Background: an optimization exercise with open tools, aiming at small area and a short achievable clock period. Do not read the settings as production practice. Function was checked by simulation only, so behaviour that the tests miss may differ from the original. Power and IR drop assume default switching activity.

### design/flow/design.v
package sspq_pkg;
    localparam int TAG_BITS = 16;
    typedef enum logic [1:0] {
        ACT_PUSH = 2'd0,
        ACT_POP  = 2'd1,
        ACT_PEEK = 2'd2
    } t_action;
    typedef enum logic [1:0] {
        ST_OK    = 2'd0,
        ST_FULL  = 2'd1,
        ST_EMPTY = 2'd2
    } t_status;
    typedef struct packed {
        logic push;
        logic pop;
    } t_cell_cmd;
    typedef struct packed {
        logic occ;   
        logic gt;    
    } t_cell_flags;
endpackage
module sspq_cmp #(
    parameter int W = 16
) (
    input  logic [W-1:0] i_a,
    input  logic [W-1:0] i_b,
    output logic         o_gt
);
    always_comb begin
        logic c;
        c = 1'b0;
        for (int i = 0; i < W; i++) begin
            c = (i_a[i] & ~i_b[i]) | (i_a[i] & c) | (~i_b[i] & c);
        end
        o_gt = c;
    end
endmodule
module stable_sorted_priority_queue #(
    parameter int QUEUE_DEPTH = 32,
    parameter int KEY_BITS    = 16,
    localparam int CW         = $clog2(QUEUE_DEPTH + 1)
) (
    input  logic                          i_clk,
    input  logic                          i_rst_n,
    input  logic                          i_in_valid,
    output logic                          o_in_stall,
    input  logic [1:0]                    i_action,
    input  logic [sspq_pkg::TAG_BITS-1:0] i_entry_tag,
    input  logic [KEY_BITS-1:0]           i_base_key,
    input  logic [KEY_BITS-1:0]           i_key_increment,
    output logic                          o_out_valid,
    input  logic                          i_out_stall,
    output logic [sspq_pkg::TAG_BITS-1:0] o_out_tag,
    output logic [KEY_BITS-1:0]           o_out_key,
    output logic [1:0]                    o_status,
    output logic [CW-1:0]                 o_occupancy
);
    localparam int TB = sspq_pkg::TAG_BITS;
    localparam int EW = KEY_BITS + TB;    
    localparam int N  = QUEUE_DEPTH;
    logic [N-1:0]         occ;
    logic [N-1:0][EW-1:0] ent;
    logic [N-1:0][EW-1:0] ent_d;
    logic                r1_push, r1_pop;
    logic [KEY_BITS-1:0] r1_key;
    logic [TB-1:0]       r1_tag;
    logic                r2_push, r2_pop;
    logic [KEY_BITS-1:0] r2_key;
    logic [TB-1:0]       r2_tag;
    logic [N-1:0]        r2_gt;
    logic                apply, accept, is_push, is_pop, is_peek, full, empty, show;
    logic [KEY_BITS-1:0] new_key;
    logic [N:0]          g1;        
    logic                x21;       
    logic [N-1:0]        gt_new;    
    logic [CW-1:0]       r_count;
    logic                r_out_valid;
    logic                r_out_valid_b;   
    logic [1:0]          r_status;
    logic [EW-1:0]       r_out;
    function automatic logic [KEY_BITS-1:0] sat_add(input logic [KEY_BITS-1:0] a, input logic [KEY_BITS-1:0] b);
        logic [KEY_BITS-1:0] p, g, gg, pp, gn, pn, s;
        p  = a ^ b;
        g  = a & b;
        gg = g;
        pp = p;
        for (int w = 1; w < KEY_BITS; w = w * 2) begin
            gn = gg;
            pn = pp;
            for (int i = w; i < KEY_BITS; i++) begin
                gn[i] = gg[i] | (pp[i] & gg[i - w]);
                pn[i] = pp[i] & pp[i - w];
            end
            gg = gn;
            pp = pn;
        end
        s = p ^ {gg[KEY_BITS-2:0], 1'b0};
        sat_add = gg[KEY_BITS-1] ? {KEY_BITS{1'b1}} : s;
    endfunction
    assign o_in_stall = r_out_valid_b && i_out_stall;
    assign apply      = !(r_out_valid && i_out_stall);
    assign accept     = i_in_valid && apply;
    assign is_push = (i_action == 2'd0);
    assign is_pop  = (i_action == 2'd1);
    assign is_peek = (i_action == 2'd2);
    assign full    = (r_count == CW'(N));
    assign empty   = (r_count == '0);
    assign show    = accept && (is_pop || is_peek) && !empty;
    assign new_key = sat_add(i_base_key, i_key_increment);
    genvar gi;
    assign g1[N] = 1'b1;
    sspq_cmp #(.W(KEY_BITS)) u_cmp_x21 (.i_a(r2_key), .i_b(r1_key), .o_gt(x21));
    generate
        for (gi = 0; gi < N; gi++) begin : g_cmp
            logic slot_gt;
            sspq_cmp #(.W(KEY_BITS)) u_cmp (.i_a(ent[gi][EW-1:TB]), .i_b(r1_key), .o_gt(slot_gt));
            assign g1[gi] = !occ[gi] || slot_gt;
            if (gi == 0) begin : g_head
                assign gt_new[gi] = r2_pop ? g1[gi+1] : (r2_push && r2_gt[gi]) ? x21 : g1[gi];
            end else begin : g_body
                assign gt_new[gi] = r2_pop ? g1[gi+1]
                                  : !r2_push ? g1[gi]
                                  : r2_gt[gi-1] ? g1[gi-1]
                                  : r2_gt[gi] ? x21 : g1[gi];
            end
        end
    endgenerate
    always_ff @(posedge i_clk) begin
        if (!i_rst_n) begin
            r1_push <= 1'b0;
            r1_pop  <= 1'b0;
            r2_push <= 1'b0;
            r2_pop  <= 1'b0;
        end else if (apply) begin
            r1_push <= accept && is_push && !full;
            r1_pop  <= accept && is_pop && !empty;
            r2_push <= r1_push;
            r2_pop  <= r1_pop;
        end
        if (apply) begin
            r1_key <= new_key;
            r1_tag <= i_entry_tag;
            r2_key <= r1_key;
            r2_tag <= r1_tag;
            r2_gt  <= gt_new;
        end
    end
    generate
        for (gi = 0; gi < N; gi++) begin : g_slot
            logic          gt_prev, occ_prev, occ_next;
            logic [EW-1:0] ent_prev, ent_next;
            if (gi == 0) begin : g_head
                assign gt_prev  = 1'b0;
                assign occ_prev = 1'b1;
                assign ent_prev = '0;
            end else begin : g_body
                assign gt_prev  = r2_gt[gi-1];
                assign occ_prev = occ[gi-1];
                assign ent_prev = ent[gi-1];
            end
            if (gi == N - 1) begin : g_tail
                assign occ_next = 1'b0;
                assign ent_next = '0;
            end else begin : g_mid
                assign occ_next = occ[gi+1];
                assign ent_next = ent[gi+1];
            end
            always_ff @(posedge i_clk) begin
                if (!i_rst_n) begin
                    occ[gi] <= 1'b0;
                end else if (apply && r2_pop) begin
                    occ[gi] <= occ_next;
                end else if (apply && r2_push) begin
                    occ[gi] <= occ_prev;
                end
            end
            logic sel_next, sel_prev, sel_new, sel_hold;
            logic [EW-1:0] r_q;
            assign sel_next = apply && r2_pop;
            assign sel_prev = apply && r2_push && gt_prev;
            assign sel_new  = apply && r2_push && r2_gt[gi] && !gt_prev;
            assign sel_hold = !(sel_next || sel_prev || sel_new);
            assign ent_d[gi] = ({EW{sel_next}} & ent_next) | ({EW{sel_prev}} & ent_prev)
                             | ({EW{sel_new}} & {r2_key, r2_tag}) | ({EW{sel_hold}} & r_q);
            always_ff @(posedge i_clk) begin
                r_q <= ent_d[gi];
            end
            assign ent[gi] = r_q;
        end
    endgenerate
    always_ff @(posedge i_clk) begin
        if (!i_rst_n) begin
            r_count     <= '0;
            r_out_valid <= 1'b0;
        end else begin
            if (accept) begin
                r_out_valid <= 1'b1;
                if (is_push && !full)      r_count <= r_count + CW'(1);
                else if (is_pop && !empty) r_count <= r_count - CW'(1);
            end else if (!i_out_stall) begin
                r_out_valid <= 1'b0;
            end
        end
        r_out_valid_b <= i_rst_n && (i_in_valid || (r_out_valid_b && i_out_stall));
        if (accept) begin
            r_status <= (is_push && full) ? 2'd1 : ((is_pop || is_peek) && empty) ? 2'd2 : 2'd0;
        end
        if (apply) begin
            r_out <= !show ? '0 : (r1_push && gt_new[0]) ? {r1_key, r1_tag}
                   : r1_pop ? ent_d[1] : ent_d[0];
        end
    end
    assign o_out_valid = r_out_valid;
    assign {o_out_key, o_out_tag} = r_out;
    assign o_status    = r_status;
    assign o_occupancy = r_count;
endmodule
### design/flow/flow/run.sh
#!/bin/bash
# The standard layout, with two changes to how cells are sized:
# - the port buffers are plain buf_4 cells rather than the delay buffer
#   buffer_ports picks by default
# - timing repair may swap a cell for one of another footprint
# Everything else (synthesis, floorplan, power grid, CTS, routing) is the
# standard flow. make's full output is kept in flow_make.log.
set -euo pipefail
sed "s|CLKGATE_MAP_FILE= |CLKGATE_MAP_FILE= MATCH_CELL_FOOTPRINT=0 'BUFFER_PORTS_ARGS=-buffer_cell sky130_fd_sc_hd__buf_4' |" standard.sh > standard_sized.sh
grep -q "MATCH_CELL_FOOTPRINT=0" standard_sized.sh
bash standard_sized.sh > flow_make.log 2>&1
### design/flow/standard.sh
#!/bin/bash
# synth_recipe.tcl (not shown) runs the flow's synth.tcl, then flattens the netlist and writes it again
# the make line also repeats each setting of config.mk as NAME=value (left out here)
make -C /OpenROAD-flow-scripts/flow DESIGN_CONFIG=/design/flow/config.mk WORK_HOME=/design/flow/orfs CLKGATE_MAP_FILE= SYNTH_SCRIPT=/design/flow/synth_recipe.tcl "${@:-finish}"
### design/flow/config.mk
export PLATFORM = sky130hd
export DESIGN_NAME = stable_sorted_priority_queue
export DESIGN_NICKNAME = stable_sorted_priority_queue
export VERILOG_FILES = /design/flow/design.v
export SDC_FILE = /design/flow/constraint.sdc
export NUM_CORES = 4
export LEC_CHECK = 0
export CAP_MARGIN = 20
export CORE_MARGIN = 2
export CORE_UTILIZATION = 50
export CTS_CLUSTER_DIAMETER = 100
export CTS_CLUSTER_SIZE = 20
export PLACE_DENSITY = 0.6
export SETUP_SLACK_MARGIN = 2.5
export SLEW_MARGIN = 20
export SYNTH_HIERARCHICAL = 1
export SYNTH_MINIMUM_KEEP_SIZE = 0
export TNS_END_PERCENT = 5
### design/flow/constraint.sdc
create_clock -name core_clock -period 5.5 [get_ports {i_clk}]
set_input_delay 1.1000 -clock core_clock [delete_from_list [all_inputs] [get_ports {i_clk}]]
set_output_delay 1.1000 -clock core_clock [all_outputs]
set_load 0.01 [all_outputs]
==> reports/results.ini, run 1 <==
[timing]
max_slew.worst_pin.slew_ns = 1.024
rsz0062_at_grt = true
period_minus_slack_ns = 3.114
maxSlewHeadroom_pct = 31.51
clock.fmax_mhz = 321.1
timing.hold.ws_ns = 0.4584
fin_setup_tns_ns = 0
finalCritPeriodShare_pct = 56.62
clock_skew_ns = 0.02654
finalSetupViolCount = 0
maxSlewViolCount = 0
hold_viol = 0

[yosys]
synth_seq_cells = 1198
synth_fp_nets = 7113
synth_flop_cell = dfxtp_1
netlist_instances = 7034
synth_top_area_share_pct = 35.68
yosysWarnings = 8
seq_area_frac_synth_pct = 42.19
synth_cell_type_count = 61
yosys.area.top_type = dfxtp_1
synth_edf_count = 130
async_reset_ff_share_pct = 0
synth_area_leaders = dfxtp_1, a222oi_1, nand2_1
synthesis.area_sq_um = 59930
avgSynthCellArea_sq_um = 8.520

[global_route]
grt_max_degree = 108
grt.total_usage_pct = 31.66
grt_pass1_wl_mm = 315.5
grt-ovfl-total = 0
grt_pass1_vias = 52590
antenna_found_initial = 2

[job]
maxCapViolations = 0

[critical_path]
critPathMaxStageDelay_ns = 0.44
cp_max_fo = 60
startpoint_type = flop
worstPathRequired_ns = 6.03
path_common_cell = o21ai_0
path_cells = buf_4 > buf_8 > nor2b_1 > maj3_1 > a221oi_1 > o31ai_1 > a21oi_2 > nand2b_1 > nand2_1 > o21ai_0 > a22oi_1 > o21ai_0
critPathCaptureType = flop
crit_type = reg -> reg
critPathSlowestCell = edfxtp_1
critPathArrivalTime_ns = 3.64

[placement]
place_congestion = 0.8558
hpwl_mm = 132.7
port_buffers = 95
dpl-instance-area_sq_um = 62240

[floorplan]
initial_utilization_pct = 50.22
rows = 127
pin_count = 96
design.core.area_sq_um = 119300
die_x_microns = 350.2
die_h_microns = 350.2
dieArea_sq_um = 122600

[route]
vias = 55970
post_drt_via_cell_ratio = 6.591
routedWlPerCell_microns = 23.71
drt-initial-drc-count = 9875
ant_nets = 0
wl_mm = 201.3
drtPass1Iterations = 12
drc_errors = 0

[power]
sw_frac_of_total_pct = 32.08
powerDensity_nw_per_um2 = 299.2
vdd_drop_max_v = 0.0002386
finalPower_mw = 19.45
power.internal_mw = 13.21
clkPwrFrac_pct = 28.6
net-switching-power_mw = 6.241
pwr-share-seq_pct = 53.6
cellLeakagePower_nw = 27.78
comb_power_share_pct = 17.8

[layout]
design_area_sq_um = 65010
drive_gt1_share_pct = 9.683
syn_to_final_growth_pct = 8.483
finalNetCount = 6929
utilization_pct = 54.48
fillCellCount = 10950

[cts]
cts-root-buf = clkbuf_16
cts_max_path_buffers = 3
cts-buffers-inserted = 70
path_clk_slew_ns = 0.09
clock_latency_ns = 0.69
cts_tree = yes
cts_max_level = 3
clock_sinks = 1198

[min_path]
hold_path.class = reg -> reg

[run_status]
outcome = no timing/DRC/antenna violations

## Yosys cell counts (37+ instances only)
| cell | count |
|---|---|
| nand2_1 | 2200 |
| dfxtp_1 | 1068 |
| a222oi_1 | 992 |
| clkbuf_1 | 487 |
| inv_1 | 443 |
| o21ai_0 | 241 |
| nand2b_1 | 233 |
| maj3_1 | 132 |
| edfxtp_1 | 130 |
| buf_2 | 79 |
| nor2b_1 | 68 |
| o22ai_1 | 68 |
| a22o_1 | 66 |
| nor3_1 | 63 |
| a22oi_1 | 62 |
| a21oi_1 | 48 |
| mux2i_1 | 37 |
## power groups by stage
stage                     registers, mW  clock network [mW]  logic (mW)
after detailed placement           10.7                   0        3.20
after floorplan                    10.5                   0        2.11
after CTS                          10.4                5.66        3.32
after global routing               10.5                5.93        3.80
after global placement             10.7                   0        3.13
final                              10.4                5.56        3.47
## per-stage QoR
step	std cells	setup WS (ns)
CTS	8473	2.347
detailed placement	8354	1.395
floorplan	7034	1.977
global placement	8354	1.469
finish	8492	2.386
global route	8490	2.298
## registers in the layout, indices dropped and copies added (netlist names), 6 cells and up
name	count
occ	32
r1_key	16
r2_key	16
r_count	6
r2_gt	32
r_out	32
r1_tag	16
g_slot.r_q	1024
r2_tag	16
## worst paths after layout
path,start,endpoint,slack [ns],depth (start not counted)
worst max-delay path,r1_key[2],r2_gt[19],2.39,12
worst min-delay path,r1_tag[10],r2_tag[10],0.46,0
worst max register to register,r1_key[2],r2_gt[19],2.39,12
worst min register to register,r1_tag[10],r2_tag[10],0.46,0
## cell usage in the layout (no fill, tap or decap), types with 37 or more instances in the layout
cell and n:
o21ai_0 236, nand2b_1 229, clkbuf_16 73, nor2b_1 39, maj3_1 132, mux2i_1 37, a22o_1 66, dfxtp_1 1065
a222oi_1 992, a22oi_1 62, o22ai_1 68, inv_1 443, nand2_1 2198, buf_4 286, edfxtp_1 130
## kinds of logic after synthesis
family,count (synthesis),share of synthesized area [%]
AOI/OAI and AO/OA,1815,27.22
xor gates and xnor gates,10,0.1461
adders and majority gates,190,3.372
buffers and inverters,1055,6.841
DFF,1198,42.19
muxes,37,0.6180
and+or+nand+nor,2729,19.62
## worst max-delay path, delay by kind of cell (launching register included)
kind	cells	cell delay [ns]
simple gates	3	0.47
buf+inv	2	0.35
flops	1	0.44
fa+ha+maj	1	0.35
compound gates	6	1.23
## per-layer routing
metal	GRT usage, %	vias up	share of wire (%)
li1	-	25920	-
met1	44.86	27060	44
met2	50.27	2654	45
met3	4.135	333	8.4
met4	9.354	4	2.7
met5	0	-	0.015
## what timing repair did
| item | CTS | global route |
|---|---|---|
| resized for setup | 40 | 67 |
| hold buffers | 0 | 0 |
| buffers inserted | 18 | 12 |
| cloned | 1 | 2 |
| pin swaps | 6 | 12 |
| endpoints found under the setup margin | 153 | 149 |
## final cells by class
| type | instances | area, sq um | share of cell area, % |
|---|---|---|---|
| clock buffer | 92 | 1879 | 2.891 |
| timing repair buffer | 320 | 2744 | 4.220 |
| multi-input combinational | 4782 | 31160 | 47.94 |
| clock inverter | 8 | 73.82 | 0.1135 |
| sequential | 1198 | 25290 | 38.90 |
| tap | 1612 | 2017 | 3.102 |
| antenna | 2 | 5.005 | 0.007698 |
| inverter | 478 | 1841 | 2.831 |
==> run 2: changes to the inputs <==
--- a/design/flow/config.mk
+++ b/design/flow/config.mk
@@ -12,5 +12,5 @@
 export CTS_CLUSTER_SIZE = 20
 export PLACE_DENSITY = 0.6
-export SETUP_SLACK_MARGIN = 2.5
+export SETUP_SLACK_MARGIN = 2.8
 export SLEW_MARGIN = 20
 export SYNTH_HIERARCHICAL = 1
==> reports/results.ini, run 2 <==
[global_route]
antenna_found_initial = 4  ; +2
grt.total_usage_pct = 32.50  ; +0.84 points
grt-ovfl-total = 0  ; unchanged
grt_pass1_wl_mm = 322.3  ; +2.2%
grt_max_degree = 100  ; -7.4%
grt_pass1_vias = 52940  ; +0.65%

[yosys]
synth_commonest_cells = nand2_1, dfxtp_1, a222oi_1, clkbuf_1, inv_1
synth_flop_cell = dfxtp_1
async_reset_ff_share_pct = 0  ; unchanged
synthesis.area_sq_um = 59930  ; unchanged
synth_top_area_share_pct = 35.68  ; unchanged
synth_cell_type_count = 61  ; unchanged
synth_edf_count = 130  ; unchanged
netlist_instances = 7034  ; unchanged
synth_area_leaders = dfxtp_1, a222oi_1, nand2_1
synth_seq_cells = 1198  ; unchanged
avgSynthCellArea_sq_um = 8.520  ; unchanged
yosysWarnings = 8  ; unchanged
synth_fp_nets = 7113  ; unchanged
yosys.area.top_type = dfxtp_1
synth.most_common_cell = nand2_1
seq_area_frac_synth_pct = 42.19  ; unchanged

[route]
vias = 56670  ; +1.2%
ant_nets = 0  ; unchanged
wl_mm = 207.2  ; +2.9%
post_drt_via_cell_ratio = 6.616  ; +0.38%
routedWlPerCell_microns = 24.19  ; +2.0%
drt-initial-drc-count = 9829  ; -0.47%
drc_errors = 0  ; unchanged
drtPass1Iterations = 15  ; +3

[cts]
clock_sinks = 1198  ; unchanged
path_clk_slew_ns = 0.09  ; about the same
cts-buffers-inserted = 70  ; unchanged
cts-root-buf = clkbuf_16
cts_max_level = 3  ; unchanged
cts_tree = yes
cts_max_path_buffers = 3  ; unchanged
clock_latency_ns = 0.70  ; about the same

[floorplan]
rows = 127  ; unchanged
pin_count = 96  ; unchanged
dieArea_sq_um = 122600  ; unchanged
die_x_microns = 350.2  ; unchanged
design.core.area_sq_um = 119300  ; unchanged
die_h_microns = 350.2  ; unchanged
initial_utilization_pct = 50.22  ; unchanged

[power]
clkPwrFrac_pct = 28.1  ; -0.5 points
pwr-share-seq_pct = 52.4  ; -1.2 points
comb_power_share_pct = 19.5  ; +1.7 points
net-switching-power_mw = 6.498  ; +4.1%
vdd_drop_max_v = 0.0002422  ; +1.5%
sw_frac_of_total_pct = 32.69  ; +0.61 points
power.internal_mw = 13.38  ; +1.3%
powerDensity_nw_per_um2 = 296.5  ; -0.92%
cellLeakagePower_nw = 28.49  ; +2.6%

[layout]
finalNetCount = 7000  ; +1.0%
top_register = g_slot.r_q
fillCellCount = 10810  ; -1.2%
syn_to_final_growth_pct = 11.90
drive_gt1_share_pct = 12.42  ; +2.7 points
final_common_cell = nand2_1
largest_reg_flops = 1024  ; unchanged
design_area_sq_um = 67060  ; +3.1%
final_cell_mix = nand2_1, dfxtp_1, a222oi_1

[timing]
rsz0062_at_grt = true
clock_skew_ns = 0.03248  ; +0.005937 ns
max_slew.worst_pin.slew_ns = 1.032  ; +0.008749 ns
fin_setup_tns_ns = 0  ; unchanged
maxSlewViolCount = 0  ; unchanged
clock.fmax_mhz = 324.5  ; +1.0%
finalCritPeriodShare_pct = 56.03  ; -0.59 points
setup_slack_ns = 2.418  ; +0.03233 ns
period_minus_slack_ns = 3.082  ; -0.03233 ns
maxSlewHeadroom_pct = 31.17  ; -0.34 points
hold_viol = 0  ; unchanged
finalSetupViolCount = 0  ; unchanged

[critical_path]
r2r_slack_ns = 2.42  ; +0.03 ns
critPathArrivalTime_ns = 3.63  ; about the same
critPathCaptureType = flop
r2r_start = r1_key[9]
r2r-end = r_out[20]
worstPathRequired_ns = 6.05  ; +0.02 ns
crit_type = reg -> reg
ff2ff_path_depth = 12  ; unchanged
cp_max_fo = 20  ; -67%
startpoint_type = flop

[job]
maxCapViolations = 0  ; unchanged

[min_path]
hold_depth = 2  ; +2
holdPathEnd = g_slot[22].r_q[0]
min_from = g_slot[22].r_q[0]
hold_path.class = reg -> reg

[placement]
port_buffers = 95  ; unchanged
hpwl_mm = 135.1  ; +1.8%
place_congestion = 0.8673  ; +1.3%
dpl-instance-area_sq_um = 62420  ; +0.30%
preCtsSetupSlack_ns = 1.559  ; +0.1631 ns

[run_status]
outcome = no timing/DRC/antenna violations

## run 2: how the worst max path moves through the flow
stage	start	to	cells past startpoint
after detailed placement	i_base_key[0]	r1_key[3]	10
after floorplan	r1_key[9]	r_out[0]	11
after global placement	i_base_key[0]	r1_key[2]	10
after global routing	r1_key[0]	r_out[19]	13
after CTS	r1_key[12]	r_out[20]	14
final	r1_key[9]	r_out[20]	12
## run 2: per-layer routing
layer | wire [microns] | global-route usage, % | vias to the layer above
li1 | - | - | 26040
met1 | 89720 | 45.71 | 27480
met2 | 92760 | 51.73 | 2771
met3 | 18320 | 4.506 | 385
met4 | 6373 | 9.819 | 0
met5 | 0 | 0 | -
## run 2: power by group through the flow
stage          Sequential [mW]  Combinational (mW)  Clock [mW]
3_3_place_gp              10.6                3.14           0
4_1_cts                   10.4                3.65        5.69
6_report                  10.4                3.88        5.58
5_1_grt                   10.5                4.19        5.98
3_5_place_dp              10.7                3.21           0
2_1_floorplan             10.5                2.11           0
## run 2: area by class of cell
class / count / area [sq um] / share of cell area, %
timing repair buffer: 391 / 3751 / 5.594
multi-input combinational: 4782 / 32180 / 47.99
clock buffer: 91 / 1852 / 2.761
tap: 1612 / 2017 / 3.008
sequential: 1198 / 25290 / 37.71
inverter: 478 / 1841 / 2.745
antenna: 5 / 12.51 / 0.01866
clock inverter: 8 / 113.9 / 0.1698
## run 2: cell families (layout without fill, tap and decap cells)
family          after synthesis  after routing  synth area share [%]
mux                          37             37                0.6180
fa+ha+maj                   190            190                 3.372
flops                      1198           1198                 42.19
simple gates               2729           2729                 19.62
compound gates             1815           1816                 27.22
xor+xnor                     10             10                0.1461
other cells                   0              5                     0
buf+inv                    1055            968                 6.841
## run 2: what timing repair did
item,in CTS,in global routing
setup buffers,57,10
hold buffers,0,0
cloned,12,5
endpoints found under the setup margin,1138,1043
pin swaps,71,47
gates resized for setup,224,100
## run 2: stage by stage
step                total power, mW  hold WS (ns)  utilization (%)  std cells
floorplan                     12.61        0.4271                -       7034
global placement              13.79        0.4336            52.30       8371
detailed placement            13.88        0.4385            52.31       8372
CTS                           19.73        0.4593            55.54       8540
global route                  20.69        0.4734            56.19       8563
finish                        19.88        0.4624            56.19       8565
## run 2: worst max-delay path: stages, from the launching register on
cell and delay [ns]:
edfxtp_1 0.54, buf_12 0.23, a22o_1 0.25, a2111oi_4 0.38, o31ai_2 0.14, a21oi_2 0.26, mux2i_2 0.15, o21ai_4 0.27
nand2_2 0.11, nor2_4 0.14, buf_12 0.16, clkbuf_16 0.18, o2bb2ai_2 0.10

-- what the ideal ports hide --
How much do the figures lean on ideal ports? The routed layouts below were timed once more, with nothing changed but the port constraints.
Step 1 assumes that a clkbuf_16 drives the clock port and a buf_2 every other input.
Step 2 adds t to the input delays and takes it off the output delays; t is the mean of the earliest and latest rising clock arrival at the registers after step 1. Input paths then give back, and output paths get back, about the clock's delay inside the block.
Slacks: ideal / step 1 / step 2; pairs: ideal / step 1.
run	shift t [ns]	setup WS [ns]	hold WS [ns]
run 1	0.747	2.386 / 2.386 / 1.807	0.458 / 0.458 / 0.458
run 2	0.762	2.418 / 2.418 / 1.925	0.462 / 0.462 / 0.462
After both steps every run listed still meets setup and hold. The setup slack of run 1, which loses most, moves by 0.000 ns with the drivers and by -0.579 ns with both steps.
